Source: an optimization exercise on an open RTL-to-GDS flow (aim: small area, a short achievable clock period and few clock cycles per item). Production flows keep margins and buffers that such runs may drop.
In this exercise RTL edits were held to simulation tests only and were not proved equivalent to the original.
Power is estimated from default activity; no workload was simulated.

==> flow/design.v (excerpt) <==
module band_topk_balanced_selector (
    input  logic                 i_clk,
    input  logic                 i_rst_n,
    input  logic                 i_in_valid,
    output logic                 o_in_ready,
    input  logic [33:0]          i_in_data,
    output logic                 o_out_valid,
    input  logic                 i_out_ready,
    output logic [18:0]          o_out_data,
    input  logic                 i_cfg_valid,
    output logic                 o_cfg_ready,
    input  logic [bts_pkg::CFG_IDX_W-1:0] i_cfg_index,
    input  logic [bts_pkg::BAND_W-1:0]    i_cfg_data
);
    localparam int NS     = bts_pkg::HEAP_SLOTS;      
    localparam int NP     = 2 * NS;                   
    localparam int SNAP_K = 6;                        
    localparam int LIVE_P = 2 * (NS - 1 - SNAP_K);    
    function automatic logic key_lt(input logic [15:0] a, input logic [15:0] b);
        logic [15:0] l;
        logic [15:0] g;
        l = ~a & b;
        g = a & ~b;
        for (int w = 1; w < 16; w = w * 2) begin
            for (int k = 0; k < 16; k = k + 2 * w) begin
                l[k] = l[k+w] || (!g[k+w] && l[k]);
                g[k] = g[k+w] || (!l[k+w] && g[k]);
  ...
For scale: roughly 1,100 flip-flops, about 0.054 mm2 of cells after synthesis.
clock: 8.0 ns
lec_check: 0
cap_margin: 20
core_margin: 2
core_utilization: 50
place_density: 0.8
setup_slack_margin: 5.0
slew_margin: 20
run.sh (not shown) runs the stock make flow with config.mk's settings and CLKGATE_MAP_FILE= SYNTH_SCRIPT=/design/flow/synth_recipe.tcl, a recipe that flattens the netlist after the stock synthesis.
Testbench counts at the start, summed over its fixed seeds: cycles 7,246, items 4,800.
Rerun with:
--- a/flow/config.mk
+++ b/flow/config.mk
@@ -8,6 +8,6 @@
 export CAP_MARGIN = 20
 export CORE_MARGIN = 2
-export CORE_UTILIZATION = 50
-export PLACE_DENSITY = 0.8
+export CORE_UTILIZATION = 60
+export PLACE_DENSITY = 0.7
 export SETUP_SLACK_MARGIN = 5.0
 export SLEW_MARGIN = 20
Outcome: The new run went through all stages and came out clean. Power goes up by 1.9%. Combinational power came out higher by about 6%. Maximum frequency shrinks by 0.87%. Sequential power stays flat. Hold slack degrades by 0.0081 ns.
Rerun with:
--- a/flow/config.mk
+++ b/flow/config.mk
@@ -8,6 +8,5 @@
 export CAP_MARGIN = 20
 export CORE_MARGIN = 2
-export CORE_UTILIZATION = 60
-export PLACE_DENSITY = 0.7
-export SETUP_SLACK_MARGIN = 5.0
+export CORE_UTILIZATION = 40
+export SETUP_SLACK_MARGIN = 4.5
 export SLEW_MARGIN = 20
Cell area came out lower by 1.9%.
Routed wire length is higher by 2.6%.
Global-route usage fell by 13 points.
Setup slack got worse by 0.37 ns.
Fmax falls by about 10%.
Utilization went down by 24 points.
Cell count went up by about 8%.
Clock-buffer cell count is lower by 10.
Rerun with:
--- a/flow/config.mk
+++ b/flow/config.mk
@@ -8,5 +8,7 @@
 export CAP_MARGIN = 20
 export CORE_MARGIN = 2
-export CORE_UTILIZATION = 40
-export SETUP_SLACK_MARGIN = 4.5
+export CORE_UTILIZATION = 50
+export GPL_ROUTABILITY_DRIVEN = 0
+export PLACE_DENSITY = 0.7
+export SETUP_SLACK_MARGIN = 5.0
 export SLEW_MARGIN = 20
=> Sequential power hardly moves; maximum frequency increases by 13%; design area increases by 1.8%.

========
band_topk_balanced_selector, a different RTL version from the one above (not shown whole).
Size: roughly 4800 cells after synthesis, ~77 I/O pins, ~0.054 sq mm of cells after synthesis.
make LEC_CHECK=0 CAP_MARGIN=20 CORE_MARGIN=2 CORE_UTILIZATION=60 SETUP_SLACK_MARGIN=5.0 SLEW_MARGIN=20 finish   # period 8.0 ns
Testbench counts at the start, summed over its fixed seeds: cycles 7,246, items 4,800.
Then changed:
- CORE_UTILIZATION: 60 -> 40
- SETUP_SLACK_MARGIN: 5.0 -> 4.5
Result: Global-route usage goes down by 12 points. Register-to-register slack gains 0.09 ns. Sequential share of layout area goes up by 2.0 points. Sequential power hardly moves. Core utilization goes down by 27 points. First-iteration DRC count goes down by 10%. Clock-buffer cell count goes down by 15.
Then changed:
- SETUP_SLACK_MARGIN: 4.5 -> 4.0
After rerunning: The new run passed the timing, DRC and antenna checks; setup slack is worse by 0.48 ns; area after synthesis stays the same; wire length shrinks slightly; die area does not change; final area shrinks by a few percent; combinational power shrinks by a little under a tenth.

## port drivers added, routing unchanged
The flow's constraints put no driver on any port. The routed layouts listed below were extracted and timed again, unchanged, in two steps.
Step 1 sets driving cells, clkbuf_16 on the clock port and buf_2 on the other inputs (assumed; they add their load-dependent delay and slew).
Step 2 adds t to the input delays and takes it off the output delays; t is the mean of the earliest and latest rising clock arrival at the registers after step 1. Input paths then give back, and output paths get back, about the clock's delay inside the block.
Three values: no drivers, after step 1, after step 2; two values: the first two.
| run | t, ns | slack for setup (ns) | worst slew at a driven data input, ns |
|---|---|---|---|
| the first run of note 1 | 0.792 | 4.926 / 4.926 / 4.366 | 0.09 |
| the second run of note 1 | 0.804 | 4.899 / 4.899 / 4.354 | 0.07 |
| the third run of note 1 | 0.827 | 4.534 / 4.530 / 3.774 | 0.04 |
| the fourth run of note 1 | 0.807 | 4.928 / 4.928 / 4.368 | 0.04 |
| the first run of note 2 | 0.798 | 4.320 / 4.320 / 4.237 | 0.06 |
| the second run of note 2 | 0.831 | 4.411 / 4.411 / 3.845 | 0.07 |
| the third run of note 2 | 0.819 | 3.934 / 3.934 / 3.740 | 0.07 |
After both steps every run listed still meets setup and hold. The setup slack of the third run of note 1, which loses most, moves by -0.004 ns with the drivers and by -0.760 ns with both steps.
